Source: an optimization exercise on an open RTL-to-GDS flow (aim: small area). Production flows keep margins and buffers that such runs may drop. Only simulation tests tie the RTL to the original design; equivalence was not proved. Power is estimated from default activity; no workload was simulated.

`flow/design.v`:
```
module lcd_spi_responder (
  input  logic       clock,
  input  logic       Reset,
  input  logic       sclk,
  input  logic       mosi,
  input  logic       sce,
  input  logic       dc,
  input  logic [8:0] rd_addr,
  output logic [7:0] rd_data,
  output logic       byte_valid,
  output logic [7:0] byte_data,
  output logic       byte_dc,
  output logic [6:0] cur_x,
  output logic [2:0] cur_y,
  output logic       pd,
  output logic       v_mode,
  output logic       h_mode,
  output logic [1:0] disp_mode,
  output logic [6:0] vop,
  output logic [2:0] bias,
  output logic       cmd_err,
  output logic [7:0] abort_cnt
);
  localparam int unsigned RAM_DEPTH = 504;
  localparam logic [6:0]  X_LAST    = 7'd83;
  localparam logic [2:0]  Y_LAST    = 3'd5;
  logic [2:0] sclk_q;
  logic [1:0] mosi_q;
  logic [1:0] dc_q;
  logic [1:0] sce_q;
  logic       sclk_rise;
  logic       mosi_s;
  logic       dc_s;
  logic       sce_s;
  logic [6:0] shift_q, shift_d;
  logic [2:0] bitcnt_q, bitcnt_d;
  logic       byte_valid_q, byte_valid_d;
  logic [7:0] byte_data_q, byte_data_d;
  logic       byte_dc_q, byte_dc_d;
  logic [7:0] abort_q, abort_d;
  logic [6:0] cur_x_q, cur_x_d;
  logic [2:0] cur_y_q, cur_y_d;
  logic       pd_q, pd_d;
  logic       v_mode_q, v_mode_d;
  logic       h_mode_q, h_mode_d;
  logic [1:0] disp_q, disp_d;
  logic [6:0] vop_q, vop_d;
  logic [2:0] bias_q, bias_d;
  logic       cmd_err_q, cmd_err_d;
  logic [7:0] ram_q [0:RAM_DEPTH-1];
  logic [7:0] rd_data_q;
  logic [8:0] wr_addr;
  logic       ram_we;
  logic [4:0] phase_q;
  logic [8:0] pend_addr_q;
  logic [7:0] pend_data_q;
  assign sclk_rise = sclk_q[1] & ~sclk_q[2];
  assign mosi_s    = mosi_q[1];
  assign dc_s      = dc_q[1];
  assign sce_s     = sce_q[1];
  assign wr_addr = 9'(cur_y_q) * 9'd84 + 9'(cur_x_q);
  assign ram_we  = byte_valid_q & byte_dc_q;
  function automatic logic [9:0] advance(input logic [6:0] x, input logic [2:0] y,
                                         input logic vert);
    logic [6:0] nx;
    logic [2:0] ny;
    nx = x;
    ny = y;
    if (!vert) begin
      if (x == X_LAST) begin
        nx = 7'd0;
        ny = (y == Y_LAST) ? 3'd0 : y + 3'd1;
      end else begin
        nx = x + 7'd1;
      end
    end else begin
      if (y == Y_LAST) begin
        ny = 3'd0;
        nx = (x == X_LAST) ? 7'd0 : x + 7'd1;
      end else begin
        ny = y + 3'd1;
      end
    end
    advance = {nx, ny};
  endfunction
  always_comb begin
    shift_d      = shift_q;
    bitcnt_d     = bitcnt_q;
    byte_valid_d = 1'b0;
    byte_data_d  = byte_data_q;
    byte_dc_d    = byte_dc_q;
    abort_d      = abort_q;
    if (sce_s) begin
      shift_d  = '0;
      bitcnt_d = 3'd0;
      if (bitcnt_q != 3'd0 && abort_q != 8'hFF) begin
        abort_d = abort_q + 8'd1;
      end
    end else if (sclk_rise) begin
      shift_d  = {shift_q[5:0], mosi_s};
      bitcnt_d = bitcnt_q + 3'd1;
      if (bitcnt_q == 3'd7) begin
        byte_valid_d = 1'b1;
        byte_data_d  = {shift_q, mosi_s};
        byte_dc_d    = dc_s;
      end
    end
  end
  always_comb begin
    cur_x_d   = cur_x_q;
    cur_y_d   = cur_y_q;
    pd_d      = pd_q;
    v_mode_d  = v_mode_q;
    h_mode_d  = h_mode_q;
    disp_d    = disp_q;
    vop_d     = vop_q;
    bias_d    = bias_q;
    cmd_err_d = 1'b0;
    if (byte_valid_q) begin
      if (byte_dc_q) begin
        {cur_x_d, cur_y_d} = advance(cur_x_q, cur_y_q, v_mode_q);
      end else if (byte_data_q == 8'h00) begin
        cmd_err_d = 1'b0;
      end else if (byte_data_q[7:3] == 5'b00100) begin
        {pd_d, v_mode_d, h_mode_d} = byte_data_q[2:0];
      end else if (!h_mode_q) begin
        if (byte_data_q[7:3] == 5'b00001 && !byte_data_q[1]) begin
          disp_d = {byte_data_q[2], byte_data_q[0]};
        end else if (byte_data_q[7:3] == 5'b01000 && byte_data_q[2:0] <= Y_LAST) begin
          cur_y_d = byte_data_q[2:0];
        end else if (byte_data_q[7] && byte_data_q[6:0] <= X_LAST) begin
          cur_x_d = byte_data_q[6:0];
        end else begin
          cmd_err_d = 1'b1;
        end
      end else begin
        if (byte_data_q[7:3] == 5'b00010) begin
          bias_d = byte_data_q[2:0];
        end else if (byte_data_q[7]) begin
          vop_d = byte_data_q[6:0];
        end else if (byte_data_q[7:2] == 6'b000001) begin
          cmd_err_d = 1'b0;
        end else begin
          cmd_err_d = 1'b1;
        end
      end
    end
  end
  always_ff @(posedge clock) begin
    if (Reset) begin
      sclk_q       <= '0;
      mosi_q       <= '0;
      dc_q         <= '0;
      sce_q        <= '0;
      shift_q      <= '0;
      bitcnt_q     <= '0;
      byte_valid_q <= 1'b0;
      byte_data_q  <= '0;
      byte_dc_q    <= 1'b0;
      abort_q      <= '0;
      cur_x_q      <= '0;
      cur_y_q      <= '0;
      pd_q         <= 1'b0;
      v_mode_q     <= 1'b0;
      h_mode_q     <= 1'b0;
      disp_q       <= '0;
      vop_q        <= '0;
      bias_q       <= '0;
      cmd_err_q    <= 1'b0;
    end else begin
      sclk_q       <= {sclk_q[1:0], sclk};
      mosi_q       <= {mosi_q[0], mosi};
      dc_q         <= {dc_q[0], dc};
      sce_q        <= {sce_q[0], sce};
      shift_q      <= shift_d;
      bitcnt_q     <= bitcnt_d;
      byte_valid_q <= byte_valid_d;
      byte_data_q  <= byte_data_d;
      byte_dc_q    <= byte_dc_d;
      abort_q      <= abort_d;
      cur_x_q      <= cur_x_d;
      cur_y_q      <= cur_y_d;
      pd_q         <= pd_d;
      v_mode_q     <= v_mode_d;
      h_mode_q     <= h_mode_d;
      disp_q       <= disp_d;
      vop_q        <= vop_d;
      bias_q       <= bias_d;
      cmd_err_q    <= cmd_err_d;
    end
  end
  always_ff @(posedge clock) begin
    phase_q <= phase_q + 5'd1;
    if (ram_we) begin
      pend_addr_q <= wr_addr;
      pend_data_q <= byte_data_q;
    end
  end
  for (genvar r = 0; r < 17; r++) begin : g_ring
    localparam int unsigned BASE = (r < 15) ? r * 32 : (r == 15) ? 480 : 496;
    localparam int unsigned LEN  = (r < 15) ? 32 : (r == 15) ? 16 : 8;
    localparam int unsigned LB   = (r < 15) ? 5 : (r == 15) ? 4 : 3;
    logic hit;
    assign hit = (pend_addr_q >> LB) == 9'(BASE >> LB)
              && pend_addr_q[LB-1:0] == phase_q[LB-1:0];
    always_ff @(posedge clock) begin
      for (int s = 0; s < LEN - 1; s++) begin
        ram_q[BASE + s] <= ram_q[BASE + s + 1];
      end
      ram_q[BASE + LEN - 1] <= hit ? pend_data_q : ram_q[BASE];
    end
  end
  logic [7:0]   rd_lo;
  logic [62:0]  rd_hi;
  logic [503:0] rd_sel;
  logic [7:0]   rd_part [0:41];
  logic [7:0]   rd_word;
  lcd_ram_rd_decode u_rd_decode (
    .rd_addr(rd_addr), .phase(phase_q), .lo(rd_lo), .hi(rd_hi)
  );
  for (genvar i = 0; i < RAM_DEPTH; i++) begin : g_sel
    lcd_ram_nor2 u_sel (.a_n(~rd_lo[i % 8]), .b_n(~rd_hi[i / 8]), .y(rd_sel[i]));
  end
  for (genvar j = 0; j < 42; j++) begin : g_rd
    lcd_ram_rd12 u_rd12 (
      .sel(rd_sel[12*j +: 12]),
      .d0(ram_q[12*j]),   .d1(ram_q[12*j+1]), .d2(ram_q[12*j+2]),
      .d3(ram_q[12*j+3]), .d4(ram_q[12*j+4]), .d5(ram_q[12*j+5]),
      .d6(ram_q[12*j+6]), .d7(ram_q[12*j+7]), .d8(ram_q[12*j+8]),
      .d9(ram_q[12*j+9]), .d10(ram_q[12*j+10]), .d11(ram_q[12*j+11]),
      .y(rd_part[j])
    );
  end
  always_comb begin
    rd_word = '0;
    for (int j = 0; j < 42; j++) begin
      rd_word = rd_word | rd_part[j];
    end
  end
  always_ff @(posedge clock) begin
    if (Reset) begin
      rd_data_q <= '0;
    end else if (rd_addr >= 9'(RAM_DEPTH)) begin
      rd_data_q <= '0;
    end else if (rd_addr == pend_addr_q) begin
      rd_data_q <= pend_data_q;
    end else begin
      rd_data_q <= rd_word;
    end
  end
  assign rd_data    = rd_data_q;
  assign byte_valid = byte_valid_q;
  assign byte_data  = byte_data_q;
  assign byte_dc    = byte_dc_q;
  assign cur_x      = cur_x_q;
  assign cur_y      = cur_y_q;
  assign pd         = pd_q;
  assign v_mode     = v_mode_q;
  assign h_mode     = h_mode_q;
  assign disp_mode  = disp_q;
  assign vop        = vop_q;
  assign bias       = bias_q;
  assign cmd_err    = cmd_err_q;
  assign abort_cnt  = abort_q;
endmodule
module lcd_ram_aoi3 (
  input  logic       s0,
  input  logic       s1,
  input  logic       s2,
  input  logic [7:0] d0,
  input  logic [7:0] d1,
  input  logic [7:0] d2,
  output logic [7:0] y_n
);
  assign y_n = ~(({8{s0}} & d0) | ({8{s1}} & d1) | ({8{s2}} & d2));
endmodule
module lcd_ram_nor2 (
  input  logic a_n,
  input  logic b_n,
  output logic y
);
  assign y = ~(a_n | b_n);
endmodule
module lcd_ram_rd12 (
  input  logic [11:0] sel,
  input  logic [7:0]  d0, d1, d2, d3, d4, d5, d6, d7, d8, d9, d10, d11,
  output logic [7:0]  y
);
  logic [7:0] p0_n, p1_n, p2_n, p3_n;
  lcd_ram_aoi3 u_p0 (.s0(sel[0]), .s1(sel[1]), .s2(sel[2]),   .d0(d0), .d1(d1), .d2(d2),   .y_n(p0_n));
  lcd_ram_aoi3 u_p1 (.s0(sel[3]), .s1(sel[4]), .s2(sel[5]),   .d0(d3), .d1(d4), .d2(d5),   .y_n(p1_n));
  lcd_ram_aoi3 u_p2 (.s0(sel[6]), .s1(sel[7]), .s2(sel[8]),   .d0(d6), .d1(d7), .d2(d8),   .y_n(p2_n));
  lcd_ram_aoi3 u_p3 (.s0(sel[9]), .s1(sel[10]), .s2(sel[11]), .d0(d9), .d1(d10), .d2(d11), .y_n(p3_n));
  assign y = ~(p0_n & p1_n & p2_n & p3_n);
endmodule
module lcd_ram_rd_decode (
  input  logic [8:0]  rd_addr,
  input  logic [4:0]  phase,
  output logic [7:0]  lo,
  output logic [62:0] hi
);
  logic [7:0]   rd_a8;
  logic [3:0]   rd_a4;
  logic [15:0]  rd_r16;
  logic [3:0]   rd_d4;
  logic [1:0]   rd_d2;
  logic         rd_borrow;
  always_comb begin
    rd_a8 = '0;
    rd_a4 = '0;
    rd_r16 = '0;
    rd_a8[rd_addr[2:0]] = 1'b1;
    rd_a4[rd_addr[4:3]] = 1'b1;
    rd_r16[rd_addr[8:5]] = 1'b1;
    lo = '0;
    rd_borrow = 1'b0;
    for (int j = 0; j < 8; j++) begin
      for (int k = 0; k < 8; k++) begin
        if (phase[2:0] == 3'(j - k)) lo[k] = lo[k] | rd_a8[j];
      end
      if (phase[2:0] > 3'(j)) rd_borrow = rd_borrow | rd_a8[j];
    end
    rd_d4 = '0;
    for (int j = 0; j < 4; j++) begin
      for (int m = 0; m < 4; m++) begin
        if (phase[4:3] == 2'(j - m))
          rd_d4[m] = rd_d4[m] | (rd_a4[j] & ~rd_borrow);
        if (phase[4:3] == 2'(j - m - 1))
          rd_d4[m] = rd_d4[m] | (rd_a4[j] & rd_borrow);
      end
    end
    rd_d2[1] = rd_addr[3] ^ phase[3] ^ rd_borrow;
    rd_d2[0] = ~rd_d2[1];
    for (int g = 0; g < 60; g++) begin
      hi[g] = rd_r16[g / 4] & rd_d4[g % 4];
    end
    hi[60] = rd_r16[15] & ~rd_addr[4] & rd_d2[0];
    hi[61] = rd_r16[15] & ~rd_addr[4] & rd_d2[1];
    hi[62] = rd_r16[15] & rd_addr[4] & ~rd_addr[3];
  end
endmodule
```
`flow/run.sh`:
```
#!/bin/bash
# synth_recipe.tcl (not shown) runs the flow's synth.tcl, then flattens the netlist and writes it again
# the make line also repeats each setting of config.mk as NAME=value (left out here)
make -C /OpenROAD-flow-scripts/flow DESIGN_CONFIG=/design/flow/config.mk WORK_HOME=/design/flow/orfs CLKGATE_MAP_FILE= SYNTH_SCRIPT=/design/flow/synth_recipe.tcl finish
```
`flow/config.mk`:
```
export PLATFORM = sky130hd
export DESIGN_NAME = lcd_spi_responder
export DESIGN_NICKNAME = lcd_spi_responder
export VERILOG_FILES = /design/flow/design.v
export SDC_FILE = /design/flow/constraint.sdc
export NUM_CORES = 4
export LEC_CHECK = 0
export CAP_MARGIN = 10
export CORE_MARGIN = 2
export CORE_UTILIZATION = 68
export CTS_BUF_LIST = sky130_fd_sc_hd__clkbuf_8
export CTS_CLUSTER_DIAMETER = 60
export CTS_CLUSTER_SIZE = 17
export SLEW_MARGIN = 10
export SYNTH_HIERARCHICAL = 1
```
`flow/constraint.sdc`:
```
create_clock -name core_clock -period 8.0 [get_ports {clock}]
set_input_delay 1.6000 -clock core_clock [delete_from_list [all_inputs] [get_ports {clock}]]
set_output_delay 1.6000 -clock core_clock [all_outputs]
set_load 0.01 [all_outputs]
```
==> results of run 1 <==
[modules after synthesis, one instance, submodules excluded]
module             copies in the design  flops+latches  cell area (sq um)
lcd_ram_aoi3                        168              0               90.1
lcd_ram_nor2                        504              0               3.75
lcd_ram_rd_decode                     1              0               1520
lcd_ram_rd12                         42              0               50.0
lcd_spi_responder                     1           4125              87800
[Yosys cell counts (26+ instances only)]
library cell	instances	area, sq um
nor3b_1	34	255
nand3_1	26	130
nor4_1	86	538
clkbuf_2	336	1680
inv_1	93	349
a21boi_0	26	195
nand4_1	360	2250
nor2_1	569	2140
mux2i_1	29	290
a222oi_1	1344	13500
clkbuf_1	39	146
dfxtp_1	4108	82200
mux2_2	122	1370
a21oi_1	40	200
nand2_1	66	248
[logic make-up after synthesis]
group | after synthesis | synth area share
and+or+nand+nor | 1241 | 0.0594
adders and majority gates | 23 | 0.00272
buffers and inverters | 486 | 0.0213
DFF | 4125 | 0.763
muxes | 169 | 0.0178
xor gates and xnor gates | 36 | 0.00291
AOI/OAI and AO/OA | 1484 | 0.133
[layer usage]
layer	global-route usage	vias to the layer above	wire (um)
met5	0	-	92
met4	0.141	14	12300
met3	0.0611	626	25700
met2	0.503	3436	122000
met1	0.476	32900	119000
li1	-	29500	-
[area by class of cell]
cell class | count | share of cell area
diodes | 10 | 0.000218
clock buffers | 306 | 0.0366
clock inverters | 16 | 0.00100
inverters | 94 | 0.00324
multi-input cells | 2953 | 0.204
flip-flops and latches | 4125 | 0.719
well taps | 2072 | 0.0225
repair buffers | 160 | 0.0132
[stage by stage]
stage          area (sq um)  setup TNS [ps]  utilization  std cells
6_report             115000               0        0.726       9736
4_1_cts              115000               0        0.726       9726
2_1_floorplan        108000               0            -       7564
3_3_place_gp         111000           -1930        0.698       9400
5_1_grt              115000               0        0.726       9731
3_5_place_dp         111000            -112        0.699       9404
[critical path: stages]
cell and delay [ps]:
clkdlybuf4s50_1 800, inv_1 150, ha_1 290, or3b_4 410, a2111oi_4 380, o21ai_2 160, a21oi_2 320, buf_4 340
nor3b_1 140, inv_1 340, nor2_1 240, a222oi_1 490, nand4_1 270, nor4_1 1110, nand4_1 680, nor3_1 330
a211oi_1 110
[flip-flops by register name (all words and copies together) (netlist names), 7 cells and up]
register and cells:
pend_data_q 8, ram_q 4032, pend_addr_q 9, shift_q 7
byte_data_q 8, abort_q 8, rd_data_q 8, cur_x_q 7
vop_q 7
[how the worst max path moves through the flow]
stage / from / end / slack, ps / cells past startpoint
5_1_grt: rd_addr[0] / rd_data_q[7]$_SDFF_PP0_ / 690 / 17
4_1_cts: rd_addr[0] / rd_data_q[7]$_SDFF_PP0_ / 970 / 17
2_1_floorplan: rd_addr[0] / rd_data_q[6]$_SDFF_PP0_ / 2690 / 15
3_3_place_gp: rd_addr[0] / rd_data_q[3]$_SDFF_PP0_ / -710 / 17
6_report: rd_addr[0] / rd_data_q[7]$_SDFF_PP0_ / 750 / 17
3_5_place_dp: rd_addr[0] / rd_data_q[7]$_SDFF_PP0_ / -110 / 17
[power by group]
group | leakage, nW | internal (mW) | switching [mW]
sequential | 33.2 | 20.5 | 0.00222
clock | 2.28 | 3.50 | 5.99
combinational | 6.03 | 0.0526 | 0.185
==> results.txt, run 1 <==
Routability-driven placement finished with a final weighted congestion of 0.920. The startpoint identified for the worst register-to-register timing path is phase_q[1]$_DFF_P_. The die covers 0.163 sq mm. The library cell used most frequently in the layout, excluding fill and tap cells, is dfxtp_1. The DRC violations left came out at 0.

The worst setup slack after placement came out at -112 ps. The synthesized area came out at 0.108 sq mm. The sequential cells in the finished layout cover a total of 0.0827 sq mm. The ratio of final minimum period to clock period is 0.906. The final-layout worst hold slack came out at roughly 320 ps.

The clock root buffer is clkbuf_8. The number of buffers created by CTS came out at 294. The required time at the endpoint of the critical path is 8940 ps. The cell depth of the worst min-delay path came out at 0. When the netlist entered floorplanning its net count stood at 7602. The endpoint of the lowest-slack register-to-register path is rd_data_q[7]$_SDFF_PP0_. The sum of routed wire length over all layers is approximately 280000 um.

The area growth from synthesis to layout is 6.07%. The half-perimeter wire length of the detailed placement result is around 200000 um. VDD sags by at most 0.235 mV.

The distinct cell type count of the synthesized netlist is between 70 and 80. The startpoint kind of the worst setup timing path is an input pin. The main flop type after synthesis is dfxtp_1.

After synthesis, the mean cell area works out to 14.3 sq um. The insertion delay to the later sink of the worst-skew pair came out at 1060 ps. The number of cell rows came out at 146. After detailed routing, the average wire length per cell comes to 28.7 um. The initial antenna violation count is 19.

In the global route stage, overall resource usage came out at 0.334. Of the cells placed in the final design, the portion with a size suffix greater than 1 is 0.0792. The number of global-route vias before repair is 64100. The multi-input gate area in the final layout is 0.0234 sq mm.

TritonCTS built the clock tree. The final number of setup-violating endpoints is 0. The final critical path time including I/O delays and setup is 7250 ps. After clock tree synthesis, the flow added hold-fix buffers numbering 0. The critical path data arrival time came out at 8190 ps. In this run, synthesis inferred 17 flip-flops with an integrated enable.

The post-layout worst setup margin is 751 ps. The ratio of total power to cell area is roughly 260 mW/mm^2. In this run the remaining antenna-violating nets after routing total 0. The total power of the final layout is 30.3 mW. The maximum number of pins on one net before global-route repair is between 50 and 60. The mean number of vias per cell came out at approximately 6.8. The depth of the worst register-to-register path came out at 14. The run finished with no timing, DRC or antenna violations.

For this run, the detailed router's first-pass iteration total came to 14. The number of cells produced by synthesis is around 7600. The number of input and output port buffers inserted is 66. The final-stage net count came out at 7666. The warning count from the yosys run came out at 11. The worst-margin pin slew is 1320 ps. The share of flip-flops with an asynchronous set or reset is 0. The critical path is of the in2reg type. The analysis attributes to cell leakage a power of 41.5 nW. The share of the yosys chip area belonging to registers is 0.763.

Clock-pin slew was measured on the worst setup and hold paths at 100 ps. The final-report hold violation count was 0. The worst clock skew is 53.6 ps. Once the clock tree was built, the setup fixing pass inserted 0 buffers.

For hold timing, the worst endpoint is ram_q[44][7]$_DFF_P_. The count of maximum capacitance violations came out at 0. The post-CTS resize count is 0. The number of register bits inferred by synthesis is 4125.

The class of the tightest hold or removal check is reg2reg. The worst-case register-to-register setup slack is 1970 ps. Across all layers, the routed design uses roughly 67000 vias. The placeable core region is 0.158 sq mm. The first-pass GRT wire length is about 410000 um. The effective utilization at floorplan came out at 0.685. The filler cells instantiated in the layout total 10500.

STA classifies the critical path endpoint as a flip-flop. The die extent in x came out at 403 um. In this run the most critical hold path is launched from ram_q[45][7]$_DFF_P_.

The library cells used most frequently in the layout, excluding fill and tap cells, are dfxtp_1, a222oi_1, nor2_1. The die boundary height is 403 um. In this run, the number of DRC markers left after iteration 0 of detailed routing was between 10000 and 15000. The total congestion overflow came out at 0.

The clock drives 4125 sinks. The maximum fanout along the worst path is 9. The normalized max-slew margin is 0.114.

The highest clock rate is 138 MHz. The number of top-level pins came out at between 60 and 70. The H-tree depth is 5. Setup repair after global routing left no endpoint under its margin. The maximum buffer depth of the clock tree is 4. The final-report max-slew violation count came out at 0.
==> run 2: changes to the inputs <==
--- a/flow/config.mk
+++ b/flow/config.mk
@@ -12,3 +12,3 @@
 export CTS_CLUSTER_DIAMETER = 60
-export CTS_CLUSTER_SIZE = 17
+export CTS_CLUSTER_SIZE = 19
 export SLEW_MARGIN = 10
==> results.txt, run 2 <==
The run finished with no timing, DRC or antenna violations. Port buffering added 66 buffers. The flip-flop count of the largest register, all copies and words added came out at 4032. The biggest area contributor in the post-synthesis netlist is dfxtp_1. Walking the worst path, the cells encountered are clkdlybuf4s50_1, inv_1, ha_1, or3b_4, a2111oi_4, o21ai_2, a21oi_2, buf_4, nor3b_1, inv_1, nor2_1, a222oi_1, nand4_1, nor4_1, nand4_1, nor3_1, a211oi_1. The first-pass GRT wire length came out at 404000 um. The detail-routed net length per standard cell is 28.7 um.

The class of the tightest hold or removal check is reg2reg. The worst-case register-to-register setup slack came out at 1870 ps. The final critical path time including I/O delays and setup is 7340 ps. The ratio of final minimum period to clock period came out at 0.918. The maximum number of pins on one net before global-route repair came out at 56. Buffers added to address setup during post-CTS repair amount to 0. The die outline area is between 0.15 and 0.2 sq mm.

The later pin in the worst-skew pair is clocked with a latency of 1030 ps. The number of register bits inferred by synthesis is 4125. The number of sinks on the clock net is 4125. The area growth from synthesis to final layout came out at 5.32%. In this run the clock root is driven by a clkbuf_8. In the layout the commonest cells are dfxtp_1, a222oi_1, nor2_1. The complex-gate fraction of the synthesized area came out at 0.133. The layout has 10700 filler cells. The normalized max-slew margin came out at 0.0988. The effective utilization at floorplan is 0.685. The placer congestion estimate is approximately 0.92. The worst register-to-register path has a depth of 14. The synthesized netlist contains between 70 and 80 unique library cells. The core region is roughly 0.16 sq mm. The number of flops mapped to enable cells by yosys came out at 17. More flip-flops sit in one register than any other, and that register is ram_q. The number of cells produced by synthesis is 7564. The DRC violations left came out at 0. Wires add up to 277000 um. Using the TritonRoute via totals, the vias-per-cell ratio works out to 6.81. The fraction of final layout cells sized beyond drive strength 1 is 0.0719. During synthesis, Yosys emitted a total of 11 warnings. The leakage power figure came out at roughly 41 nW. The number of top-level pins is 67. The final number of setup-violating endpoints came out at 0. The multi-input gate area in the final layout is around 0.023 sq mm. Of the total synthesized cell area, the portion taken by AND, OR, NAND and NOR gates is 0.0594.

The peak supply drop is slightly above 0.2 mV. After clock tree synthesis, the clock-pin slew on the worst setup and hold paths is 120 ps. The most frequent cell after synthesis is dfxtp_1. The sum of buffers and inverters on the critical path came out at 4.

The post-synthesis adder-cell area fraction came out at 0.00272. In this design, the stage delay of the slowest critical-path cell is 790 ps. The number of global-route vias before repair came out at 63400. The ratio of total power to cell area came out at 257 mW/mm^2. By area the synthesized netlist is led by dfxtp_1, a222oi_1, nand4_1, nor2_1, clkbuf_2. The number of vias in the routed layout is 66000. For the pin with the worst max-slew slack, the measured transition is 1350 ps. The initial antenna violation count came to 20. Including well taps, the total number of placed cells is around 9400. The count of hold-fix buffers inserted at cts came out at 0. The share of flip-flops with an asynchronous set or reset is 0.

The die extent in x is 403 um. The post-layout instance count excluding filler cells came out at just under 10000. STA classifies the critical path endpoint as a flip-flop. The worst setup slack after placement is -112 ps. The largest registers in the layout are ram_q: 4032 flops, pend_addr_q: 9 flops. The total congestion overflow is 0. The final-stage net count is 7609. The commonest cells after synthesis are dfxtp_1, a222oi_1, nor2_1, nand4_1, clkbuf_2. The count of maximum capacitance violations is 0. The length of the first detailed-routing pass in iterations came out at 12. The maximum fanout along the worst path is 9.

The critical path data arrival time came out at 8230 ps. The top-area cell type share of the netlist area is 0.758. The die boundary height is 403 um. The synthesized area per cell came out at 14.3 sq um. The logic depth of the worst setup path including buffers came out at 17. The remaining antenna violation count came out at 0. The startpoint kind of the worst setup timing path is an input pin. The cell family contributing the most delay on the critical path is simple AND/OR/NAND/NOR gates. The highest clock rate is 136 MHz.

The number of cell rows is 146. In this run, the number of DRC markers left after iteration 0 of detailed routing was about 12000. The share of the yosys chip area belonging to registers came out at 0.763. The kind of critical path is in2reg.

Setup repair after global routing left no endpoint under its margin. In the synthesized netlist the dominant register cell turns out to be dfxtp_1. The H-tree depth came out at 4.

The cell type of the slowest stage on the worst timing path is clkdlybuf4s50_1. The synthesized area came out at ~0.11 sq mm. The post-CTS resize count came out at 0. TritonCTS built the clock tree. The multiplexer fraction of the synthesized cell area came out at 0.0178. For the worst setup path, the data required time is 8890 ps. The number of clock buffers added by TritonCTS is 237.

The synthesized-area fraction occupied by xor and xnor cells is 0.00291. The final-report max-slew violation count came out at 0. The final-report hold violation count came out at 0. The worst clock skew is 44.4 ps.

Summing internal, switching and leakage power gives 29.3 mW. The cell depth of the worst min-delay path is 0. The aggregate global-route resource usage came out at 0.331.

The largest family of logic cells by synthesized area is compound AO/OA/AOI/OAI gates. The post-layout worst setup margin came out at 657 ps. The maximum buffer depth of the clock tree came out at 3. The leading cell type in the layout, fill and taps excluded is dfxtp_1.

Summing all flip-flop and latch instances after layout gives 0.0827 sq mm. The half-perimeter wire length of the detailed placement result came out at 196000 um. The number of nets in the synthesized netlist is 7602.
-- run 2: cell counts after synthesis --
Identical to the previous run, type by type.
-- run 2: final timing paths --
kind                          from                       to
max                     rd_addr[0]  rd_data_q[3]$_SDFF_PP0_
min          ram_q[241][7]$_DFF_P_    ram_q[240][7]$_DFF_P_
max reg2reg     phase_q[1]$_DFF_P_  rd_data_q[3]$_SDFF_PP0_
min reg2reg  ram_q[241][7]$_DFF_P_    ram_q[240][7]$_DFF_P_
-- run 2: report_power, final --
group | internal, mW | total, mW | switching [mW] | leakage (nW)
clock | 2.77 | 8.57 | 5.79 | 1.86
sequential | 20.5 | 20.5 | 0.00221 | 33.2
combinational | 0.0526 | 0.237 | 0.185 | 6.03
total | 23.4 | 29.3 | 5.98 | 41.1
-- run 2: stage by stage --
stage          instance area, sq um  TNS, ps   util  hold slack [ps]
6_report                     114000        0  0.721              322
5_1_grt                      114000        0  0.721              336
4_1_cts                      114000        0  0.721              322
3_5_place_dp                 111000     -112  0.699              334
3_3_place_gp                 111000    -1930  0.698              331
2_1_floorplan                108000        0      -              330
-- run 2: cell families after synthesis --
logic type | Yosys count
compound gates | 1484
xor+xnor | 36
fa+ha+maj | 23
buf+inv | 486
flops | 4125
mux | 169
simple gates | 1241
-- run 2: layout make-up --
type | count | area share
Sequential cell | 4125 | 0.725
Multi-Input combinational cell | 2953 | 0.205
Clock buffer | 242 | 0.0292
Tap cell | 2072 | 0.0227
Timing Repair Buffer | 160 | 0.0133
Inverter | 94 | 0.00326
Clock inverter | 24 | 0.00159
Antenna cell | 10 | 0.000219
-- run 2: modules after synthesis, one instance, submodules excluded --
module	cells inside	flip-flops and latches	area (sq um)	times used
lcd_spi_responder	4832	4125	87800	1
lcd_ram_rd12	8	0	50.0	42
lcd_ram_rd_decode	212	0	1520	1
lcd_ram_aoi3	10	0	90.1	168
lcd_ram_nor2	1	0	3.75	504
-- run 2: per-layer routing --
layer | wire length (um) | part of all wire | vias to the layer above | global-route usage
met4 | 12000 | 0.043 | 10 | 0.137
met1 | 119000 | 0.43 | 32700 | 0.476
met3 | 25000 | 0.090 | 572 | 0.0583
met2 | 122000 | 0.44 | 3244 | 0.499
li1 | - | - | 29400 | -
met5 | 70 | 0.00025 | - | 0
==> run 3: changes to the inputs <==
--- a/flow/design.v
+++ b/flow/design.v
@@ -212,4 +212,4 @@
   end
-  logic [7:0]   rd_lo;
-  logic [62:0]  rd_hi;
+  logic [7:0]   rd_lo_n;
+  logic [62:0]  rd_hi_n;
   logic [503:0] rd_sel;
@@ -218,6 +218,6 @@
   lcd_ram_rd_decode u_rd_decode (
-    .rd_addr(rd_addr), .phase(phase_q), .lo(rd_lo), .hi(rd_hi)
+    .rd_addr(rd_addr), .phase(phase_q), .lo_n(rd_lo_n), .hi_n(rd_hi_n)
   );
   for (genvar i = 0; i < RAM_DEPTH; i++) begin : g_sel
-    lcd_ram_nor2 u_sel (.a_n(~rd_lo[i % 8]), .b_n(~rd_hi[i / 8]), .y(rd_sel[i]));
+    lcd_ram_nor2 u_sel (.a_n(rd_lo_n[i % 8]), .b_n(rd_hi_n[i / 8]), .y(rd_sel[i]));
   end
@@ -298,44 +298,26 @@
   input  logic [4:0]  phase,
-  output logic [7:0]  lo,
-  output logic [62:0] hi
+  output logic [7:0]  lo_n,
+  output logic [62:0] hi_n
 );
-  logic [7:0]   rd_a8;
-  logic [3:0]   rd_a4;
-  logic [15:0]  rd_r16;
-  logic [3:0]   rd_d4;
-  logic [1:0]   rd_d2;
-  logic         rd_borrow;
+  logic [7:0] lo;
+  logic [62:0] hi;
+  logic [3:0] lo4;
+  logic       borrow;
+  logic [2:0] hi3;
+  logic [3:0] d4;
+  logic [15:0] r16;
+  assign lo4 = {1'b0, rd_addr[2:0]} - {1'b0, phase[2:0]};
+  assign borrow = lo4[3];
+  assign hi3 = {1'b0, rd_addr[4:3]} - {1'b0, phase[4:3]} - {2'b0, borrow};
   always_comb begin
-    rd_a8 = '0;
-    rd_a4 = '0;
-    rd_r16 = '0;
-    rd_a8[rd_addr[2:0]] = 1'b1;
-    rd_a4[rd_addr[4:3]] = 1'b1;
-    rd_r16[rd_addr[8:5]] = 1'b1;
-    lo = '0;
-    rd_borrow = 1'b0;
-    for (int j = 0; j < 8; j++) begin
-      for (int k = 0; k < 8; k++) begin
-        if (phase[2:0] == 3'(j - k)) lo[k] = lo[k] | rd_a8[j];
-      end
-      if (phase[2:0] > 3'(j)) rd_borrow = rd_borrow | rd_a8[j];
-    end
-    rd_d4 = '0;
-    for (int j = 0; j < 4; j++) begin
-      for (int m = 0; m < 4; m++) begin
-        if (phase[4:3] == 2'(j - m))
-          rd_d4[m] = rd_d4[m] | (rd_a4[j] & ~rd_borrow);
-        if (phase[4:3] == 2'(j - m - 1))
-          rd_d4[m] = rd_d4[m] | (rd_a4[j] & rd_borrow);
-      end
-    end
-    rd_d2[1] = rd_addr[3] ^ phase[3] ^ rd_borrow;
-    rd_d2[0] = ~rd_d2[1];
-    for (int g = 0; g < 60; g++) begin
-      hi[g] = rd_r16[g / 4] & rd_d4[g % 4];
-    end
-    hi[60] = rd_r16[15] & ~rd_addr[4] & rd_d2[0];
-    hi[61] = rd_r16[15] & ~rd_addr[4] & rd_d2[1];
-    hi[62] = rd_r16[15] & rd_addr[4] & ~rd_addr[3];
+    lo = '0; lo[lo4[2:0]] = 1'b1;
+    d4 = '0; d4[hi3[1:0]] = 1'b1;
+    r16 = '0; r16[rd_addr[8:5]] = 1'b1;
+    for (int g = 0; g < 60; g++) hi[g] = r16[g / 4] & d4[g % 4];
+    hi[60] = r16[15] & ~rd_addr[4] & ~(rd_addr[3] ^ phase[3] ^ borrow);
+    hi[61] = r16[15] & ~rd_addr[4] & (rd_addr[3] ^ phase[3] ^ borrow);
+    hi[62] = r16[15] & rd_addr[4] & ~rd_addr[3];
   end
+  assign lo_n = ~lo;
+  assign hi_n = ~hi;
 endmodule
--- a/flow/config.mk
+++ b/flow/config.mk
@@ -12,3 +12,3 @@
 export CTS_CLUSTER_DIAMETER = 60
-export CTS_CLUSTER_SIZE = 19
+export CTS_CLUSTER_SIZE = 17
 export SLEW_MARGIN = 10
==> results.txt, run 3 <==
Sorting the synthesized cells by how often they occur yields dfxtp_1, a222oi_1, nor2_1, nand4_1, clkbuf_2. Static timing analysis puts the maximum clock frequency at 139 MHz. The remaining antenna violation count is 0. The portion of synthesized area spent on multiplexers is 0.0173. The count of filler cells inserted in the layout came out at 10600. After clock tree synthesis, the clock-pin slew on the worst setup and hold paths is 100 ps. Hold repair after CTS inserted 0 buffers.

The first-pass GRT wire length is 413000 um. TritonCTS built the clock tree. The biggest cell delay along the critical path came out at 820 ps. The initial antenna violation count is 16. The worst-margin pin slew came out at 1340 ps. The share of the Yosys chip area taken by registers is 0.769. The aggregate global-route resource usage is 0.342.

The kind of cell with the highest combined delay on the critical path is simple AND/OR/NAND/NOR gates. Dividing the detail-routed via count by the number of cells gives 6.87. The most frequent cell after synthesis is dfxtp_1. The maximum buffer depth of the clock tree came out at 4. The most used flip-flop cell after synthesis is dfxtp_1.

The synthesized-area fraction occupied by xor and xnor cells came out at 0.00331. Subtracting the final worst setup slack from the clock period gives approximately 7200 ps. The count of maximum capacitance violations came out at 0.

Of the total synthesized cell area, the portion taken by full adders, half adders and majority gates is 0.00358. The number of global-route vias before repair was about 64000. Synthesis produced around 7400 cells.

The number of cell rows came out at about 150. The detail-routed net length per standard cell is ~30 um. The fraction of final layout cells sized beyond drive strength 1 came out at 0.0765. Counting both buffers and inverters, the worst setup path holds a total of 2.

The tree is rooted in a clkbuf_8. The total power of the final layout is 30.2 mW. The worst clock skew is roughly 45 ps. The worst path meets setup with 821 ps of slack. Summed over all layers, the global routing overflow is 0. Of the post-synthesis cell area, the dominant cell type holds 0.764. For the worst-skew pair, the clock arrives at the later sink with an insertion delay of between 1000 and 1500 ps. In this run the tool buffered the top-level ports with 66 buffer cells.

The largest family of logic cells by synthesized area is compound AO/OA/AOI/OAI gates. The critical path is of the in2reg type. The maximum number of pins on one net before global-route repair came out at 56. The ratio of final minimum period to clock period came out at 0.897. The synthesized area came out at 0.108 sq mm. Leaving out fill and tap cells, the most frequent cell in the layout is dfxtp_1. The most prevalent standard cell on the critical path is nor2_1. The number of sinks on the clock net came out at 4125. In the final layout, the registers with the most flip-flops are ram_q: 4032 flops, pend_addr_q: 9 flops.

The multi-input combinational cells in the finished layout cover a total of 0.0230 sq mm. The number of flops mapped to enable cells by yosys came out at 17. VDD sags by at most 0.227 mV. The HPWL after detailed placement is roughly 200000 um. The Yosys step of the flow raised 11 warnings. Setup repair after global routing left no endpoint under its margin. The number of buffers created by CTS is 293. The die extent in x came out at 402 um. The distinct cell type count of the synthesized netlist is 70.

The register with the highest flop count is ram_q. The flow ran to the end and the layout has no timing, DRC or antenna violations. The number of nets in the synthesized netlist is ~7500. The placer congestion estimate is 0.942. The total instance count after detailed placement came out at 9295. The DRC violations left is 0. The slowest stage of the critical path belongs to the cell nor4_1. During I/O placement, the number of pins put on the boundary was 67. Detailed routing inserted a total of 66000 vias. Synthesis inferred 4125 register bits.

In the layout the commonest cells are dfxtp_1, a222oi_1, nor2_1. The initial detailed-routing violation count is ~12000. The final-stage net count is ~7600. Headroom to the max-slew limit came out at 0.0965. The die is between 400 and 500 um tall.

In this run the worst hold path is classified as reg2reg. The final-report hold violation count was 0. The H-tree depth is 5.

The post-layout instance count excluding filler cells came out at 9619. The ratio of total power to cell area is around 260 mW/mm^2. Walking the worst path, the cells encountered are clkdlybuf4s50_1, ha_1, nor2b_1, o21ai_0, nand2b_1, fa_1, inv_1, ha_1, nor2_1, xor2_1, nor2_1, nand3_1, nor2_1, a222oi_1, nand4_1, nor4_1, nand4_1, nor3_1, a211oi_1.

The complex-gate fraction of the synthesized area was 0.130. The flip-flop count of the largest register, all copies and words added came out at 4032. The total negative slack for setup checks came out at 0 ps. The leakage power figure came out at 41.4 nW. Yosys attributes the largest share of cell area to dfxtp_1, a222oi_1, nand4_1, nor2_1, clkbuf_2. The number of setup buffers added after CTS is 0. The element type at the critical path end is a flip-flop. The final-report max-slew violation count is 0. The worst setup slack after placement came out at -102 ps. The initial utilization of the core area, before any placement, comes to 0.682. The region available for standard cell placement spans 0.158 sq mm. Of the total synthesized cell area, the portion taken by AND, OR, NAND and NOR gates is 0.0581. The final number of setup-violating endpoints came out at 0. For the worst setup path, the data required time is 8830 ps. The synthesized area per cell is between 10 and 15 sq um. The first detailed-routing pass ran for 14 iterations. The share of flip-flops with an asynchronous set or reset is 0. Of all cell types, the one taking the most synthesized area is dfxtp_1.

The maximum fanout along the worst path came out at 8. The routed design has 284000 um of wire. The post-CTS resize count is 0.

The area growth from synthesis to final layout came out at 6.04%. The area taken by flip-flops and latches came out at a little over 0.08 sq mm. STA classifies the critical path startpoint as an input pin. The die covers 0.162 sq mm. At the worst endpoint, the arrival time is ~8000 ps.
## run 3: cell count changes after synthesis, sizes merged, moves of 4 or more
cell	change
nor3b	-40
mux2i	-6
ha	+4
o21ai	-5
a21boi	-26
nand3	+10
a21oi	-13
nor3	-5
nand2	+38
inv	-67
nor2	+13
clkbuf	-8
## run 3: metal layers
| layer | global-route usage | part of all wire | up-vias |
|---|---|---|---|
| met5 | 0 | 0.000098 | - |
| met4 | 0.157 | 0.051 | 4 |
| met3 | 0.0561 | 0.083 | 677 |
| met2 | 0.535 | 0.45 | 3413 |
| met1 | 0.471 | 0.41 | 32800 |
| li1 | - | - | 29200 |
## run 3: path summary, 6_finish.rpt
path,end,cells after the start,from,slack (ps)
min,ram_q[258][0]$_DFF_P_,0,ram_q[259][0]$_DFF_P_,320
max,rd_data_q[4]$_SDFF_PP0_,19,rd_addr[1],820
max reg2reg,rd_data_q[4]$_SDFF_PP0_,19,phase_q[1]$_DFF_P_,1390
min reg2reg,ram_q[258][0]$_DFF_P_,0,ram_q[259][0]$_DFF_P_,320
## run 3: layout make-up
class / instances / share of cell area
antenna: 9 / 0.000197
clock buffer: 302 / 0.0364
clock inverter: 13 / 0.000800
inverter: 27 / 0.000888
multi-input combinational: 2910 / 0.201
sequential: 4125 / 0.725
tap: 2072 / 0.0227
timing repair buffer: 161 / 0.0130
## run 3: logic make-up (layout without fill, tap and decap cells)
kind of cell / Yosys count / count (layout)
muxes: 160 / 160
and+or+nand+nor: 1249 / 1249
adders and majority gates: 29 / 29
xor gates and xnor gates: 39 / 39
other: 0 / 9
DFF: 4125 / 4125
AOI/OAI and AO/OA: 1433 / 1433
buffers and inverters: 410 / 503
## run 3: worst reg2reg max path, stage by stage, from the launching register on
cell	delay [ps]
dfxtp_1	460
inv_1	70
ha_1	270
nor2b_1	130
o21ai_0	170
nand2b_1	100
fa_1	560
inv_1	60
ha_1	190
nor2_1	200
xor2_1	430
nor2_1	310
nand3_1	540
nor2_1	290
a222oi_1	510
nand4_1	240
nor4_1	820
nand4_1	620
nor3_1	340
a211oi_1	100
## run 3: metrics by stage
stage / area, sq um / hold slack (ps) / utilization
floorplan: 108000 / 330 / -
global placement: 110000 / 331 / 0.696
detailed placement: 110000 / 334 / 0.696
CTS: 114000 / 315 / 0.723
global route: 114000 / 322 / 0.723
finish: 114000 / 321 / 0.723
## run 3: report_power, final
part	total, mW	internal [mW]	switching [mW]
logic	0.270	0.0507	0.219
registers	20.5	20.5	0.00223
clock network	9.42	3.45	5.96
## run 3: modules after synthesis (local to each module, per instance)
module,flops+latches,cell area (sq um),times used
lcd_ram_rd12,0,50.0,42
lcd_ram_rd_decode,0,967,1
lcd_ram_nor2,0,3.75,504
lcd_spi_responder,4125,87600,1
lcd_ram_aoi3,0,90.1,168
==> run 4: changes to the inputs <==
--- a/flow/config.mk
+++ b/flow/config.mk
@@ -12,3 +12,3 @@
 export CTS_CLUSTER_DIAMETER = 60
-export CTS_CLUSTER_SIZE = 17
+export CTS_CLUSTER_SIZE = 19
 export SLEW_MARGIN = 10
==> results.txt, run 4 <==
The run finished with no timing, DRC or antenna violations. The count of hold-fix buffers inserted at cts is 0. The number of nets in the synthesized netlist is 7489.

The startpoint identified for the worst hold timing path is ram_q[2][0]$_DFF_P_. The ratio of final minimum period to clock period came out at 0.889. Tracing the worst setup path back leads to its startpoint at rd_addr[1]. The number of different library cells used by synthesis comes to 70.

The die extent in x is 402 um. The clock tree from TritonCTS is done. After synthesis, the mean cell area works out to 14.5 sq um.

The sum of routed wire length over all layers came out at 284000 um. The flip-flop count of the largest register, all copies and words added came out at 4032. The remaining antenna violation count is 0. The top-area cell type share of the netlist area came out at 0.764. At the worst endpoint, the arrival time is 7980 ps. The aggregate global-route resource usage is 0.340.

For this configuration, the core starts out at a cell density of 0.682. The area share of and/or/nand/nor cells after synthesis came out at 0.0581. The total congestion overflow came out at 0.

The worst-margin pin slew is 1230 ps. The final-report max-slew violation count is 0. After clock tree synthesis, the clock-pin slew on the worst setup and hold paths is 110 ps.

The number of flops mapped to enable cells by yosys is 17. The first-pass GRT wire length came out at 411000 um. The maximum buffer depth of the clock tree is 3.

Relative to the synthesized area, the layout overhead comes to 5.38%. The instance area after placement came out at 0.110 sq mm. The placeable core region is 0.158 sq mm. The die outline area is around 0.16 sq mm.

The critical path is of the in2reg type. The initial antenna violation count is 17. The count of buffers added on input and output ports is 66. The post-CTS resize count is 0. The maximum fanout along the worst path came out at 8.

The warning count from the yosys run came out at 11. Summed over all failing endpoints, the final setup total negative slack is 0 ps. The worst-case IR drop observed on VDD is 0.219 mV.

Of the synthesized area, sequential elements account for 0.769. The die boundary height is 402 um. The initial detailed-routing violation count came out at 11900. The maximum number of pins on one net before global-route repair is 56. By instance count, the leading cell after synthesis is dfxtp_1. The leading cell type in the layout, fill and taps excluded is dfxtp_1.

The mean number of vias per cell is between 6 and 7. In this run the power density over the cells is 259 mW/mm^2. The register with the highest flop count is ram_q. TritonCTS created 237 clock buffers.

In the synthesized netlist, the cells that appear most often are dfxtp_1, a222oi_1, nor2_1, nand4_1, clkbuf_2. Setup slack on the worst reg-to-reg path comes out at between 1000 and 1500 ps. The floorplan has 146 rows. For this design the static power due to leakage is 41.1 nW. The half-perimeter wire length of the detailed placement result came out at 201000 um. The synthesized design spends more area on one cell type than any other, namely dfxtp_1. The main flop type after synthesis is dfxtp_1. The count of maximum capacitance violations came out at 0. Post-CTS timing repair inserted 0 buffers for setup.

The total non-filler cell area in the finished layout came out at 0.113 sq mm. The length of the first detailed-routing pass in iterations is 12. Routability-driven placement finished with a final weighted congestion of 0.942. The number of global-route vias before repair came out at 63500. On the final layout, the worst clock skew is slightly above 50 ps.

The normalized max-slew margin is 0.173. The final critical path time including I/O delays and setup came out at roughly 7100 ps. The final-report hold violation count came to 0. For hold timing, the worst endpoint is ram_q[1][0]$_DFF_P_. The synthesized area is 0.108 sq mm. Of the cells placed in the final design, the portion with a size suffix greater than 1 is 0.0705.

The worst hold path belongs to the class reg2reg. The startpoint kind of the worst setup timing path is an input pin. STA classifies the critical path endpoint as a flip-flop.

The depth of the worst register-to-register path came out at 19. The largest family of logic cells by synthesized area is compound AO/OA/AOI/OAI gates. The portion of synthesized area spent on multiplexers is 0.0173. The number of register bits inferred by synthesis came out at roughly 4100. The worst register-to-register path ends at rd_data_q[3]$_SDFF_PP0_.

Static timing analysis puts the maximum clock frequency at 141 MHz. The final-stage net count is 7506. The number of sinks on the clock net is 4125.

The origin of the critical flop-to-flop path is phase_q[1]$_DFF_P_. The clock root buffer is clkbuf_8. The later pin in the worst-skew pair is clocked with a latency of 1050 ps. Data on the critical path is required at its endpoint by 8870 ps. The share of flip-flops with an asynchronous set or reset came out at 0. The detailed router placed 65700 vias in this run. The largest registers in the layout are ram_q: 4032 flops, pend_addr_q: 9 flops.

The detail-routed net length per standard cell is 29.6 um. During I/O placement, the number of pins put on the boundary was 67. By area the synthesized netlist is led by dfxtp_1, a222oi_1, nand4_1, nor2_1, clkbuf_2. In the layout the commonest cells are dfxtp_1, a222oi_1, nor2_1.

The number of cells produced by synthesis came out at 7445. The synthesized-area fraction occupied by xor and xnor cells is 0.00331. The post-synthesis adder-cell area fraction came out at 0.00358. For this run, design rule violations remaining after detail routing come to 0. The complex-gate fraction of the synthesized area is 0.130. Setup repair after global routing left no endpoint under its margin. The final number of setup-violating endpoints is 0. The cell depth of the worst min-delay path is 0.

The H-tree depth came out at 4.
## run 4: cell counts after synthesis
No cell type changed its count.
## run 4: how the worst max path moves through the flow
stage | endpoint | slack, ps
2_1_floorplan | rd_data_q[6]$_SDFF_PP0_ | 1130
3_3_place_gp | rd_data_q[6]$_SDFF_PP0_ | -880
3_5_place_dp | rd_data_q[3]$_SDFF_PP0_ | -100
4_1_cts | rd_data_q[3]$_SDFF_PP0_ | 1030
5_1_grt | rd_data_q[7]$_SDFF_PP0_ | 800
6_report | rd_data_q[3]$_SDFF_PP0_ | 890
## run 4: Yosys stat by module, one instance, submodules excluded
| module | cells inside | flip-flops and latches | copies in the design | area (sq um) |
|---|---|---|---|---|
| lcd_ram_aoi3 | 10 | 0 | 168 | 90.1 |
| lcd_spi_responder | 4761 | 4125 | 1 | 87600 |
| lcd_ram_rd12 | 8 | 0 | 42 | 50.0 |
| lcd_ram_nor2 | 1 | 0 | 504 | 3.75 |
| lcd_ram_rd_decode | 164 | 0 | 1 | 967 |
## run 4: critical path, stage by stage
cell and delay [ps]:
clkdlybuf4s50_1 470, ha_1 320, nor2b_1 130, o21ai_0 180, nand2b_1 110, fa_1 560, inv_1 60, ha_1 180
nor2_1 200, xnor2_1 320, nor2_2 230, nand2_1 590, nor2_1 380, a222oi_1 500, nand4_1 340, nor4_1 900
nand3_1 520, nor3_1 290, a211oi_1 100
## run 4: routing by layer
| layer | part of all wire | GRT usage |
|---|---|---|
| met1 | 0.41 | 0.468 |
| met4 | 0.050 | 0.159 |
| met5 | 0.00034 | 0 |
| met3 | 0.083 | 0.0577 |
| met2 | 0.45 | 0.530 |
## run 4: kinds of logic (layout without fill, tap and decap cells)
group | count (synthesis) | after routing
mux | 160 | 160
flops | 4125 | 4125
buf+inv | 410 | 455
compound gates | 1433 | 1433
xor+xnor | 39 | 39
other cells | 0 | 9
fa+ha+maj | 29 | 29
simple gates | 1249 | 1249
## run 4: layout make-up
class | instances | area, sq um
Inverter | 27 | 101
Clock buffer | 247 | 3400
Tap cell | 2072 | 2590
Antenna cell | 9 | 22.5
Sequential cell | 4125 | 82700
Clock inverter | 20 | 130
Fill cell | 10600 | 44400
Timing Repair Buffer | 161 | 1480
Multi-Input combinational cell | 2910 | 23000
## run 4: report_power, final
part	switching (mW)	internal, mW	leakage (nW)	total [mW]
sequential	0.00224	20.5	33.2	20.5
clock	5.83	2.78	1.86	8.62
combinational	0.220	0.0507	5.97	0.271
total	6.05	23.4	41.1	29.4
## run 4: through the flow
stage | std cells | setup WS [ps] | hold WS [ps] | total power, mW | util
after global routing | 9564 | 795 | 324 | 30.2 | 0.719
after CTS | 9562 | 1030 | 319 | 29.5 | 0.719
after detailed placement | 9295 | -102 | 334 | 21.3 | 0.696
after floorplan | 7445 | 1130 | 330 | 21.1 | -
final | 9571 | 890 | 318 | 29.4 | 0.719
after global placement | 9293 | -880 | 331 | 21.3 | 0.696
==> run 5: changes to the inputs <==
==> flow/flow/run.sh (new file) <==
#!/bin/bash
# The standard layout (standard.sh), with two options changed:
#  - port buffers use the smallest buffer cell instead of the default delay buffer;
#  - clock tree synthesis inserts no dummy loads.
# make's output goes to flow_make.log; each ORFS step's own log is copied here
# as orfs_<step>.log when the flow ends.
set -uo pipefail
export BUFFER_PORTS_ARGS="-buffer_cell sky130_fd_sc_hd__buf_1"
export CTS_ARGS="-sink_clustering_enable -repair_clock_nets -dont_use_dummy_load -buf_list sky130_fd_sc_hd__clkbuf_8 -sink_clustering_size 19 -sink_clustering_max_diameter 60"
bash standard.sh > flow_make.log 2>&1
rc=$?
for f in orfs/logs/*/*/*/*.log; do
  [ -f "$f" ] && cp "$f" "orfs_$(basename "$f")"
done
exit $rc
==> flow/standard.sh (new file) <==
#!/bin/bash
# synth_recipe.tcl (not shown) runs the flow's synth.tcl, then flattens the netlist and writes it again
# the make line also repeats each setting of config.mk as NAME=value (left out here)
make -C /OpenROAD-flow-scripts/flow DESIGN_CONFIG=/design/flow/config.mk WORK_HOME=/design/flow/orfs CLKGATE_MAP_FILE= SYNTH_SCRIPT=/design/flow/synth_recipe.tcl "${@:-finish}"
removed: flow/run.sh
==> results.txt, run 5 <==
The run finished, with violations left. The checks that failed were capacitance limit, slew limit. The cell taking the most area after synthesis is dfxtp_1. The part of the total power dissipated in the clock network is 0.287. The instance area after placement came out at 0.109 sq mm. Across the routed clock network, the largest skew measured is about 66 ps.

At the end of routability-driven placement, the weighted congestion stood at between 0.9 and 1. The wire-length estimate of the detail-placed layout is approximately 200000 um. The critical path data arrival time is between 8000 and 9000 ps.

The final critical path time including I/O delays and setup came out at 7190 ps. Measured along the y axis, the die boundary spans 402 um. The detail-routed net length per standard cell is 30.1 um. The first-pass GRT wire length came out at 415000 um. TritonCTS built the clock tree. Static timing analysis puts the maximum clock frequency at about 140 MHz.

Detailed routing inserted a total of 66100 vias. The met3 global-route usage came out at 0.0620. The die extent in x is roughly 400 um. The number of nets in the synthesized netlist is 7489. The synthesized-area fraction occupied by xor and xnor cells came out at 0.00331.

Port buffering added between 60 and 70 buffers. The number of sinks on the clock net came out at 4125. The distinct cell type count of the synthesized netlist is 70. The worst register-to-register path has a depth of 19.

The worst-case register-to-register setup slack came out at 1060 ps. The part of the power in combinational logic is 0.009. The synthesized area per cell is 14.5 sq um. The worst setup slack after placement is -172 ps. The initial antenna violation count was 15.

The maximum number of pins on one net before global-route repair came out at 56. Of the total power, registers draw 0.704. Leaving out fill and tap cells, the most frequent cell in the layout is dfxtp_1. The synthesized design contains 17 enable-type register cells. The sum of routed wire length over all layers came out at 287000 um. The final-stage net count is 7501. The layout has 10800 filler cells.

The number of buffers created by CTS is between 200 and 250. The multiplexer fraction of the synthesized cell area came out at 0.0173. The register clock-pin slew on the reported worst setup and hold paths is 110 ps. After clock tree synthesis, the setup repair step added 0 buffers. The area growth from synthesis to final layout is 4.75%.

The required time at the endpoint of the critical path came out at 8870 ps. Clock tree synthesis selected as its root buffer the cell clkbuf_8. CTS built an H-tree with a depth of 4. The number of global-route vias before repair is 63800. The warning count from the yosys run is 11. After routing the design area is 0.113 sq mm. In this run the static leakage power is 40.8 nW. The aggregate global-route resource usage came out at 0.345. The post-layout worst setup margin is 807 ps. The worst-margin pin slew is between 1500 and 2000 ps.

Of the total synthesized cell area, the portion taken by AND, OR, NAND and NOR gates is 0.0581. The cell depth of the worst min-delay path came out at 0. The initial detailed-routing violation count came out at roughly 12000.

The normalized max-slew margin came out at -0.0130. The final number of setup-violating endpoints is 0. For hold timing, the worst endpoint is ram_q[80][2]$_DFF_P_.

The number of register bits inferred by synthesis came out at about 4100. In the synthesized netlist, the cells that appear most often are dfxtp_1, a222oi_1, nor2_1, nand4_1, clkbuf_2. The placeable core region came out at about 0.16 sq mm. The number of cell rows is 146. The share of flip-flops with an asynchronous set or reset came out at 0. Setup repair after global routing left no endpoint under its margin.

After clock tree synthesis, the flow added hold-fix buffers numbering 0. The DRC violations left is 0. The most frequent cell after synthesis is dfxtp_1. The post-CTS resize count is 0.

The startpoint identified for the worst register-to-register timing path is phase_q[1]$_DFF_P_. The main flop type after synthesis is dfxtp_1. Leaving out fill and tap cells, the most frequent cells in the layout are dfxtp_1, a222oi_1, nor2_1. The layer flagged by global routing as most heavily used is met2. The worst register-to-register path ends at rd_data_q[7]$_SDFF_PP0_. For this run, global-route usage on met1 was measured as 0.457. The peak supply drop is between 0.2 and 0.25 mV. Summing every instance area after synthesis gives around 0.11 sq mm. The share of the yosys chip area belonging to registers is 0.769. The final-report hold violation count came to 0. The total congestion overflow is 0. The flip-flop count of the largest register, all copies and words added is ~4000. The ratio of total power to cell area is 259 mW/mm^2.

The effective utilization at floorplan is 0.682. The total power of the final layout is 29.2 mW. The fraction of final layout cells sized beyond drive strength 1 came out at 0.0675. After detailed routing, the number of vias per cell comes to 6.93. Dividing the final minimum period by the clock period gives 0.899. Of the total power, the share spent switching nets is 0.204.

The final-report max-slew violation count is 2. The number of top-level pins came out at 67. ram_q holds more flip-flops than any other register. The switching power is 5.95 mW. The maximum buffer depth of the clock tree came out at 3. The post-synthesis adder-cell area fraction is 0.00358. The later pin in the worst-skew pair is clocked with a latency of just over 1000 ps. The min-delay analysis places its worst path in the category reg2reg. The count of maximum capacitance violations came out at 1.

The hold path startpoint is ram_q[81][2]$_DFF_P_. STA classifies the critical path endpoint as a flip-flop. The first TritonRoute pass finished after 13 iterations.

Yosys attributes the largest share of cell area to dfxtp_1, a222oi_1, nand4_1, nor2_1, clkbuf_2. The top-area cell type share of the netlist area came out at 0.764. In the final layout, the multi-input gates occupy 0.0230 sq mm. The internal power of the cells is about 23 mW. The number of cells produced by synthesis is 7445.

The setup path with the least slack is of type in2reg. By area, the combinational part of the netlist is dominated by compound AO/OA/AOI/OAI gates. The largest registers in the layout are ram_q: 4032 flops, pend_addr_q: 9 flops. The remaining antenna violation count is 0. The area taken by flip-flops and latches came out at 0.0827 sq mm. The complex-gate fraction of the synthesized area is 0.130.

For this run, global-route usage on met2 was measured as 0.550. The die outline area came out at ~0.16 sq mm. The startpoint kind of the worst setup timing path is an input pin. The maximum fanout along the worst path came out at 8.
[run 5: routing by layer]
layer  vias to the layer above  share of wire
li1                      29000              -
met1                     32800           0.40
met2                      3523           0.46
met3                       747          0.087
met4                        10          0.054
met5                         -        0.00024
[run 5: worst max-delay path by stage]
stage / start / slack [ps] / to
finish: rd_addr[1] / 810 / rd_data_q[7]$_SDFF_PP0_
global route: rd_addr[1] / 700 / rd_data_q[7]$_SDFF_PP0_
CTS: rd_addr[1] / 910 / rd_data_q[7]$_SDFF_PP0_
detailed placement: rd_addr[1] / -170 / rd_data_q[7]$_SDFF_PP0_
global placement: rd_addr[1] / -400 / rd_data_q[3]$_SDFF_PP0_
floorplan: rd_addr[0] / 1130 / rd_data_q[6]$_SDFF_PP0_
[run 5: logic make-up (layout without fill, tap and decap cells)]
family | count (synthesis) | after routing
multiplexers | 160 | 160
AND/OR/NAND/NOR | 1249 | 1249
flip-flops | 4125 | 4125
buffers and inverters | 410 | 420
adder cells (fa/ha/maj) | 29 | 29
other | 0 | 12
XOR/XNOR | 39 | 39
AO/OA/AOI/OAI | 1433 | 1433
[run 5: worst max-delay path: stages]
cell,delay (ps)
buf_1,110
ha_1,290
nor2b_1,130
o21ai_0,160
nand2b_1,150
fa_1,660
inv_1,80
ha_1,190
nor2_1,190
xor2_1,440
nor2_1,160
nand2_1,340
nor2_1,240
a222oi_1,540
nand4_1,630
nor4_1,1160
nand4_1,500
nor3_1,350
a211oi_1,120
[run 5: layout make-up]
type | instances | area share
Clock buffer | 237 | 0.0289
Multi-Input combinational cell | 2910 | 0.204
Timing Repair Buffer | 156 | 0.00932
Antenna cell | 12 | 0.000266
Sequential cell | 4125 | 0.734
Tap cell | 2072 | 0.0230
Inverter | 27 | 0.000899
[run 5: modules after synthesis, one instance, submodules excluded]
module             times used  area, sq um  flip-flops and latches
lcd_ram_aoi3              168         90.1                       0
lcd_ram_nor2              504         3.75                       0
lcd_ram_rd_decode           1          967                       0
lcd_ram_rd12               42         50.0                       0
lcd_spi_responder           1        87600                    4125
[run 5: metrics by stage]
step / cells / TNS, ps / hold slack, ps / util
after floorplan: 7445 / 0 / 330 / -
after global placement: 9287 / -973 / 330 / 0.693
after detailed placement: 9290 / -267 / 334 / 0.694
after CTS: 9527 / 0 / 313 / 0.714
after global routing: 9528 / 0 / 320 / 0.714
final: 9539 / 0 / 306 / 0.715
[run 5: power groups by stage]
stage | Clock [mW] | Sequential (mW) | Combinational [mW]
after global placement | 0 | 21.0 | 0.257
after detailed placement | 0 | 21.0 | 0.260
final | 8.37 | 20.5 | 0.271
after CTS | 8.47 | 20.5 | 0.260
after global routing | 9.20 | 20.5 | 0.269
after floorplan | 0 | 21.0 | 0.100
==> run 6: changes to the inputs <==
--- a/flow/config.mk
+++ b/flow/config.mk
@@ -7,3 +7,3 @@
 export LEC_CHECK = 0
-export CAP_MARGIN = 10
+export CAP_MARGIN = 15
 export CORE_MARGIN = 2
@@ -13,3 +13,3 @@
 export CTS_CLUSTER_SIZE = 19
-export SLEW_MARGIN = 10
+export SLEW_MARGIN = 15
 export SYNTH_HIERARCHICAL = 1
==> results.txt, run 6 <==
The maximum fanout along the worst path came out at 8. In the final layout, the registers with the most flip-flops are ram_q: 4032 flops, pend_addr_q: 9 flops. Of the cells placed in the final design, the portion with a size suffix greater than 1 is 0.0679. The cell taking the most area after synthesis is dfxtp_1. The sum of routed wire length over all layers is between 200000 and 300000 um. The cell depth of the worst min-delay path came out at 0. The synthesized area came out at between 0.1 and 0.15 sq mm. The main flop type after synthesis is dfxtp_1.

The peak supply drop came out at 0.212 mV. The top-area cell type share of the netlist area is 0.764. The library cells used most frequently in the layout, excluding fill and tap cells, are dfxtp_1, a222oi_1, nor2_1. The worst-margin pin slew is 1320 ps. The insertion delay to the later sink of the worst-skew pair is 980 ps. The clock tree from TritonCTS is done. Yosys instantiated no cell more often than dfxtp_1. The leakage power figure is 40.8 nW. The worst setup path is captured at a flip-flop. The final-report hold violation count is 0. The die outline area came out at 0.162 sq mm.

The most prevalent standard cell on the critical path is nor2_1. The worst-case register-to-register setup slack is 1040 ps. The final-report max-slew violation count came out at 0. The initial antenna violation count came to 13.

The flip-flop count of the largest register, all copies and words added is 4032. The number of nets in the synthesized netlist came out at 7489. The distinct cell type count of the synthesized netlist is 70.

Setup violations remaining at the end of the flow were counted as 0. Detailed placement finished with a half-perimeter wire length of around 200000 um. In this run the tightest slew margin relative to its limit is 0.112. For hold timing, the worst endpoint is ram_q[91][5]$_DFF_P_. On the critical path, the stage with the largest delay is an instance of nor4_1. For this configuration, the core starts out at a cell density of 0.682.

The initial detailed-routing violation count came out at 12500. For this run, design rule violations remaining after detail routing come to 0. The number of cell rows came out at approximately 150.

The run finished with no timing, DRC or antenna violations. The placer congestion estimate is 0.960. The placeable core region came out at about 0.16 sq mm.

The number of top-level pins is 67. For the final database, setup skew stands at 74.2 ps. At the end of the flow the core is filled with cells to 0.715. For this run the aggregate overflow at the end of global routing stands at 0. The worst setup path is of the in2reg kind. The startpoint identified for the worst hold timing path is ram_q[92][5]$_DFF_P_. The worst setup path is launched from an input pin. Sorting the synthesized cells by how often they occur yields dfxtp_1, a222oi_1, nor2_1, nand4_1, clkbuf_2. The class of the tightest hold or removal check is reg2reg. Walking the worst path, the cells encountered are buf_1, ha_1, nor2b_1, o21ai_0, nand2b_1, fa_1, inv_1, ha_1, nor2_1, xor2_1, nor2_1, buf_4, nand2_1, nor2_1, a222oi_1, nand4_1, nor4_1, nand4_1, nor3_1, a211oi_1. Grouping stages by cell kind, the critical path spends the most delay in simple AND/OR/NAND/NOR gates. The final-stage net count is 7500. The count of buffers added on input and output ports is 66. The endpoint identified for the worst register-to-register timing path is rd_data_q[3]$_SDFF_PP0_. The count of maximum capacitance violations came out at 0. The mean number of vias per cell came out at 6.92. The maximum buffer depth of the clock tree is 3. The remaining antenna violation count came out at 0. The depth of the worst register-to-register path is 20. The detail-routed net length per standard cell came out at 30.1 um. The final critical path time including I/O delays and setup is just over 7000 ps. The critical path data arrival time is just over 8000 ps. The aggregate global-route resource usage came out at 0.343. Summing over every cut layer, the via total after detailed routing is 66000. For this design, the sink count on the clock tree is 4125. The number of global-route vias before repair is 63700. For this design the ratio of total power to cell area is between 200 and 300 mW/mm^2. The worst register-to-register path begins at phase_q[1]$_DFF_P_. A synthesized cell averages 14.5 sq um. The synthesized design contains 17 enable-type register cells. The die boundary height is 402 um. The clock tree synthesis step divided the H-tree into 4 levels.

The share of the yosys chip area belonging to registers is 0.769. The number of setup buffers added after CTS is 0. The critical path contains buffers and inverters numbering 3 combined. The register with the most flip-flops in the final layout is ram_q. The length of the first detailed-routing pass in iterations is 14. The area growth from synthesis to final layout came out at 4.77%. The share of flip-flops with an asynchronous set or reset is 0.

The count of hold-fix buffers inserted at cts came out at 0. The maximum number of pins on one net before global-route repair came out at 56. For this run, the top clock speed supported by timing is around 140 MHz. The synthesized design contains 4125 register bits.

The required time at the endpoint of the critical path came out at 8830 ps. By area the synthesized netlist is led by dfxtp_1, a222oi_1, nand4_1, nor2_1, clkbuf_2. Setup repair after global routing left no endpoint under its margin. The design draws between 20 and 30 mW. The first-pass GRT wire length came out at 413000 um. The biggest cell delay along the critical path is between 1000 and 1500 ps. The post-CTS resize count is 0. The ratio of final minimum period to clock period is 0.904. The number of buffers created by CTS came out at 237. For this run, the number of Yosys warnings is 11. Clock-pin slew was measured on the worst setup and hold paths at 110 ps.

Leaving out fill and tap cells, the most frequent cell in the layout is dfxtp_1. The die extent in x came out at 402 um. The number of cells produced by synthesis came out at 7445. The clock root buffer is clkbuf_8.
==> run 6: cell counts after synthesis <==
Identical to the previous run, type by type.
==> run 6: cell type report <==
class	count	area, sq um
inverters	27	101
diodes	11	27.5
fillers	10700	45000
multi-input cells	2910	23000
flip-flops and latches	4125	82700
repair buffers	155	1050
well taps	2072	2590
clock buffers	237	3260
==> run 6: worst max path at each step <==
stage / start / endpoint / depth (start not counted)
after CTS: rd_addr[1] / rd_data_q[3]$_SDFF_PP0_ / 19
after floorplan: rd_addr[0] / rd_data_q[6]$_SDFF_PP0_ / 14
after global placement: rd_addr[1] / rd_data_q[3]$_SDFF_PP0_ / 19
final: rd_addr[1] / rd_data_q[3]$_SDFF_PP0_ / 20
after global routing: rd_addr[1] / rd_data_q[3]$_SDFF_PP0_ / 19
after detailed placement: rd_addr[1] / rd_data_q[3]$_SDFF_PP0_ / 19
==> run 6: power breakdown <==
group / internal (mW) / total (mW) / switching (mW)
Clock: 2.65 / 8.36 / 5.71
Sequential: 20.5 / 20.5 / 0.00208
Combinational: 0.0495 / 0.271 / 0.222
==> run 6: worst reg2reg max path, delay by kind of cell (launching register included) <==
family	cells	cell delay [ps]
buffers and inverters	3	350
AOI/OAI and AO/OA	3	790
and+or+nand+nor	10	3700
xor gates and xnor gates	1	450
DFF	1	460
adders and majority gates	3	1090
==> run 6: cells by family after synthesis <==
kind of cell	synth area share
DFF	0.769
AOI/OAI and AO/OA	0.130
muxes	0.0173
buffers and inverters	0.0187
adders and majority gates	0.00358
and+or+nand+nor	0.0581
xor gates and xnor gates	0.00331
==> run 6: routing by layer <==
| layer | vias to the layer above | GRT usage | share of wire |
|---|---|---|---|
| li1 | 29100 | - | - |
| met1 | 32700 | 0.453 | 0.39 |
| met2 | 3637 | 0.552 | 0.46 |
| met3 | 668 | 0.0626 | 0.091 |
| met4 | 2 | 0.160 | 0.053 |
| met5 | - | 0 | 0.000045 |
==> run 6: through the flow <==
stage / worst slack [ps] / hold slack, ps / cells / instance area, sq um / TNS, ps
2_1_floorplan: 1130 / 330 / 7445 / 108000 / 0
3_3_place_gp: -400 / 330 / 9287 / 109000 / -973
3_5_place_dp: -135 / 334 / 9289 / 109000 / -135
4_1_cts: 928 / 306 / 9526 / 113000 / 0
5_1_grt: 692 / 300 / 9528 / 113000 / 0
6_report: 769 / 311 / 9537 / 113000 / 0
==> run 6: Yosys stat by module, one instance, submodules excluded <==
module	cells	cell area (sq um)	copies in the design
lcd_ram_rd12	8	50.0	42
lcd_ram_rd_decode	164	967	1
lcd_ram_aoi3	10	90.1	168
lcd_ram_nor2	1	3.75	504
lcd_spi_responder	4761	87600	1

## separate check: timing with driven ports
The flow's constraints put no driver on any port. The routed layouts listed below were extracted and timed again, unchanged, in two steps.
Step 1 assumes that a clkbuf_16 drives the clock port and a buf_2 every other input.
Step 2, shift: input delay + t, output delay - t, t = (earliest + latest rising clock arrival at the registers) / 2. This alone moves slack from input paths to output paths.
a / b / c = ideal ports / drivers / drivers and shift; a / b = the first two.
run | t, ns | setup slack, ns
run 1 | 1.113 | 0.751 / 0.810 / -0.303
run 2 | 1.081 | 0.657 / 0.714 / -0.367
run 3 | 1.093 | 0.821 / 0.793 / -0.300
run 4 | 1.104 | 0.890 / 0.867 / -0.238
run 5 | 1.075 | 0.807 / 0.864 / -0.211
run 6 | 1.026 | 0.769 / 0.827 / -0.198
